What follows belongs to an exercise in optimizing a design on an open flow for small area; a production flow would make more cautious choices.
Function was checked by simulation only, so behaviour that the tests miss may differ from the original.
No activity file was given, so power comes from the tool's default toggle rates. No driver is modelled on the clock port, so clocking that relies on it looks cheaper here than on a real chip.

main:
Design ra_packetizer, start of the top module:
module ra_packetizer #(
	parameter int VC_DEPTH_BITS = 4
) (
	input  logic        clock,
	input  logic        reset,
	input  logic [44:0] c_flit_to_send,
	input  logic        cv_send_flit,
	output logic [44:0] c_flit_received,
	output logic        cv_rec_flit,
	output logic        c_ready,
	input  logic [44:0] p_flit_to_send,
	input  logic        pv_send_flit,
	output logic [44:0] p_flit_received,
	output logic        pv_rec_flit,
	output logic        p_ready,
	output logic [44:0] from_core_flit,
	output logic        v_from_core,
	output logic [1:0]  from_core_empty,
	output logic [1:0]  from_core_full,
	input  logic [44:0] to_core_flit,
	input  logic        v_to_core,
	input  logic [1:0]  to_core_empty
);
clock: 5.0 ns
lec_check: 0
cap_margin: 10
core_margin: 2
core_utilization: 70
place_density: 0.8
slew_margin: 10
standard.sh (not shown) runs the stock make flow with config.mk's settings and CLKGATE_MAP_FILE= SYNTH_SCRIPT=/design/flow/synth_recipe.tcl, a recipe that flattens the netlist after the stock synthesis.
==> flow/flow/run.sh <==
#!/bin/bash
# The standard ORFS layout (standard.sh), changed in three ways only:
#  - synthesis maps logic with an area-oriented ABC script (flow/area.abc);
#    everything else in synthesis is synth_recipe.tcl and ORFS's synth.tcl as they are
#  - port buffers are buf_1
#  - the clock tree uses larger sink clusters and no dummy loads
set -euo pipefail
here=$(pwd)
# ORFS synth.tcl with only its ABC script replaced
sed "s#^source \$::env(SCRIPTS_DIR)/synth_preamble.tcl\$#&\nset abc_args [list -script $here/flow/area.abc {*}\$lib_args {*}\$lib_dont_use_args -constr \$::env(OBJECTS_DIR)/abc.constr]#" \
  "$FLOW_HOME/scripts/synth.tcl" > "$here/area_synth.tcl"
grep -q "flow/area.abc" "$here/area_synth.tcl"
sed "s#^source \$::env(SCRIPTS_DIR)/synth.tcl\$#source $here/area_synth.tcl#" "$here/synth_recipe.tcl" > "$here/area_synth_recipe.tcl"
grep -q "area_synth.tcl" "$here/area_synth_recipe.tcl"
sed "s#SYNTH_SCRIPT=[^ ]*synth_recipe.tcl#SYNTH_SCRIPT=$here/area_synth_recipe.tcl#" "$here/standard.sh" > "$here/area_standard.sh"
grep -q "area_synth_recipe.tcl" "$here/area_standard.sh"
export BUFFER_PORTS_ARGS="-buffer_cell sky130_fd_sc_hd__buf_1"
export CTS_ARGS="-sink_clustering_enable -repair_clock_nets -dont_use_dummy_load -buf_list sky130_fd_sc_hd__clkbuf_8 -sink_clustering_size 18 -sink_clustering_max_diameter 60"
bash "$here/area_standard.sh" finish > "$here/orfs_make.log" 2>&1
==> flow/flow/area.abc <==
strash
&get -n
&st
&syn2
&dch
&nf -R 1000
&st
&syn2
&dch
&nf -R 1000
&put
topo
main finished all stages; the layout is clean.
--- input diff main..the feature branch ---
- swapping 0.8 for 0.75 in PLACE_DENSITY
- swapping 10 for 0 in CAP_MARGIN
- swapping 10 for 0 in SLEW_MARGIN
- swapping 70 for 65 in CORE_UTILIZATION
==> flow/flow/run.sh <==
#!/bin/bash
# Standard ORFS layout with smaller port buffers and a leaner clock tree.
set -euo pipefail
export BUFFER_PORTS_ARGS="-buffer_cell sky130_fd_sc_hd__buf_1"
export CTS_ARGS="-sink_clustering_enable -repair_clock_nets -dont_use_dummy_load -sink_clustering_size 30 -sink_clustering_max_diameter 80"
bash standard.sh finish > orfs_make.log 2>&1
removed: flow/flow/area.abc
## What came out
Timing, DRC, antenna: 0 failures across the feature branch and main. Going from main to the feature branch, number of different library cells in the post-synthesis netlist grows by 32. Looking only at largest driver fanout on the critical path, and setting everything else aside, the higher value of the feature branch and main goes to the feature branch. Between the feature branch and main, first-pass GRT wire length is higher for the feature branch, main comes in under that. Between the feature branch and main, the layout buffering overhead excluding clock cells figures differ only marginally. Diff main -> the feature branch | wire length the detailed router placed on met1 | increase of about 28%. Of the feature branch and main, it is the feature branch that has the lower number of iterations in the first detailed-routing pass. Comparing the feature branch with main, the power share of the clock group came out essentially unchanged.

* * *

ra_packetizer again, from the RTL that the note above started with.
==> flow/config.mk <==
export PLATFORM = sky130hd
export DESIGN_NAME = ra_packetizer
export DESIGN_NICKNAME = ra_packetizer
export VERILOG_FILES = /design/flow/design.v
export SDC_FILE = /design/flow/constraint.sdc
export NUM_CORES = 4
export LEC_CHECK = 0
export CAP_MARGIN = 20
export CORE_MARGIN = 2
export CORE_UTILIZATION = 70
export PLACE_DENSITY = 0.8
export SLEW_MARGIN = 20
==> flow/constraint.sdc <==
create_clock -name core_clock -period 5.0 [get_ports {clock}]
set_input_delay 1.0000 -clock core_clock [delete_from_list [all_inputs] [get_ports {clock}]]
set_output_delay 1.0000 -clock core_clock [all_outputs]
set_load 0.01 [all_outputs]
==> flow/flow/run.sh <==
#!/bin/bash
# The standard ORFS layout (standard.sh), changed in three ways only:
#  - synthesis maps logic with an area-oriented ABC script (flow/area.abc);
#    everything else in synthesis is synth_recipe.tcl and ORFS's synth.tcl as they are
#  - port buffers are buf_1
#  - the clock tree uses larger sink clusters and no dummy loads
set -euo pipefail
here=$(pwd)
# ORFS synth.tcl with only its ABC script replaced
sed "s#^source \$::env(SCRIPTS_DIR)/synth_preamble.tcl\$#&\nset abc_args [list -script $here/flow/area.abc {*}\$lib_args {*}\$lib_dont_use_args -constr \$::env(OBJECTS_DIR)/abc.constr]#" \
  "$FLOW_HOME/scripts/synth.tcl" > "$here/area_synth.tcl"
grep -q "flow/area.abc" "$here/area_synth.tcl"
sed "s#^source \$::env(SCRIPTS_DIR)/synth.tcl\$#source $here/area_synth.tcl#" "$here/synth_recipe.tcl" > "$here/area_synth_recipe.tcl"
grep -q "area_synth.tcl" "$here/area_synth_recipe.tcl"
sed "s#SYNTH_SCRIPT=[^ ]*synth_recipe.tcl#SYNTH_SCRIPT=$here/area_synth_recipe.tcl#" "$here/standard.sh" > "$here/area_standard.sh"
grep -q "area_synth_recipe.tcl" "$here/area_standard.sh"
export BUFFER_PORTS_ARGS="-buffer_cell sky130_fd_sc_hd__buf_1"
export CTS_ARGS="-sink_clustering_enable -repair_clock_nets -dont_use_dummy_load -buf_list sky130_fd_sc_hd__clkbuf_8 -sink_clustering_size 18 -sink_clustering_max_diameter 60"
bash "$here/area_standard.sh" finish > "$here/orfs_make.log" 2>&1
==> flow/flow/area.abc <==
strash
&get -n
&st
&syn2
&dch
&nf -R 1000
&st
&syn2
&dch
&nf -R 1000
&put
topo
Then changed:
--- a/flow/flow/run.sh
+++ b/flow/flow/run.sh
@@ -17,3 +17,3 @@
 export BUFFER_PORTS_ARGS="-buffer_cell sky130_fd_sc_hd__buf_1"
-export CTS_ARGS="-sink_clustering_enable -repair_clock_nets -dont_use_dummy_load -buf_list sky130_fd_sc_hd__clkbuf_8 -sink_clustering_size 18 -sink_clustering_max_diameter 60"
+export CTS_ARGS="-sink_clustering_enable -repair_clock_nets -dont_use_dummy_load -buf_list sky130_fd_sc_hd__clkbuf_4 -sink_clustering_size 10 -sink_clustering_max_diameter 40"
 bash "$here/area_standard.sh" finish > "$here/orfs_make.log" 2>&1
After rerunning: The new run finished with timing, DRC and antenna clean; sequential share of layout area drops by 0.55 points; routed wire length is higher by a few percent; clock power is higher slightly; synthesized area does not change; core utilization goes up by 0.54 points; power rose slightly.
Then changed:
--- a/flow/flow/run.sh
+++ b/flow/flow/run.sh
@@ -17,3 +17,3 @@
 export BUFFER_PORTS_ARGS="-buffer_cell sky130_fd_sc_hd__buf_1"
-export CTS_ARGS="-sink_clustering_enable -repair_clock_nets -dont_use_dummy_load -buf_list sky130_fd_sc_hd__clkbuf_4 -sink_clustering_size 10 -sink_clustering_max_diameter 40"
+export CTS_ARGS="-sink_clustering_enable -repair_clock_nets -dont_use_dummy_load -buf_list sky130_fd_sc_hd__clkbuf_8 -sink_clustering_size 18 -sink_clustering_max_diameter 60"
 bash "$here/area_standard.sh" finish > "$here/orfs_make.log" 2>&1
- CAP_MARGIN: 20 -> 0
- CORE_UTILIZATION: 70 -> 75
- PLACE_DENSITY: 0.8 -> 0.85
- SLEW_MARGIN: 20 -> 0
After rerunning: Design area is lower by 1.0%; total power is about the same; via count is lower by 1.2%; setup slack improves by 120 ps; worst hold slack improves by 350 ps; wire length hardly moves; fmax is higher by 3.5%; register-to-register slack improves by 20 ps; critical path depth is higher by 3; clock-buffer cell count is lower by 91.
Then changed:
--- a/flow/flow/run.sh
+++ b/flow/flow/run.sh
@@ -17,3 +17,3 @@
 export BUFFER_PORTS_ARGS="-buffer_cell sky130_fd_sc_hd__buf_1"
-export CTS_ARGS="-sink_clustering_enable -repair_clock_nets -dont_use_dummy_load -buf_list sky130_fd_sc_hd__clkbuf_8 -sink_clustering_size 18 -sink_clustering_max_diameter 60"
+export CTS_ARGS="-sink_clustering_enable -repair_clock_nets -dont_use_dummy_load -sink_clustering_size 30 -sink_clustering_max_diameter 80"
 bash "$here/area_standard.sh" finish > "$here/orfs_make.log" 2>&1
- CAP_MARGIN: 0 -> 20
- CORE_UTILIZATION: 75 -> 70
- PLACE_DENSITY: 0.85 -> 0.8
- SLEW_MARGIN: 0 -> 20
=>
- The new run finished clean
- cell count went up by 0.86%
- non-clock buffer count falls by 2
- maximum frequency falls by 0.49%
- wire length drops by 1.9%

[port drivers added, routing unchanged]
The results above use ideal ports. As a check the final layouts listed here were re-extracted and re-timed, cells and wires unchanged. Step 1 assumes that a clkbuf_16 drives the clock port and a buf_2 every other input. Step 2 adds t to the input delays and takes it off the output delays; t is the mean of the earliest and latest rising clock arrival at the registers after step 1. Input paths then give back, and output paths get back, about the clock's delay inside the block. a / b / c = ideal ports / drivers / drivers and shift; a / b = the first two.
| run | t, ns | setup WS [ns] | hold WS [ns] | cell pins on the clock port's net |
|---|---|---|---|---|
| main | 0.825 | 1.425 / 1.425 / 1.425 | 0.388 / 0.343 / 0.388 | 1 |
| the feature branch | 0.736 | 0.990 / 0.990 / 0.990 | 0.409 / 0.409 / 0.409 | 1 |
| the first run of note 2 | 0.848 | 1.460 / 1.460 / 1.460 | 0.401 / 0.355 / 0.409 | 1 |
| the second run of note 2 | 1.230 | 1.339 / 1.273 / 1.443 | 0.053 / 0.022 / 0.359 | 1 |
| the third run of note 2 | 0.833 | 1.463 / 1.463 / 1.463 | 0.401 / 0.361 / 0.417 | 1 |
| the fourth run of note 2 | 0.712 | 1.446 / 1.446 / 1.446 | 0.435 / 0.435 / 0.435 | 1 |
After both steps setup and hold are still met in every run listed.
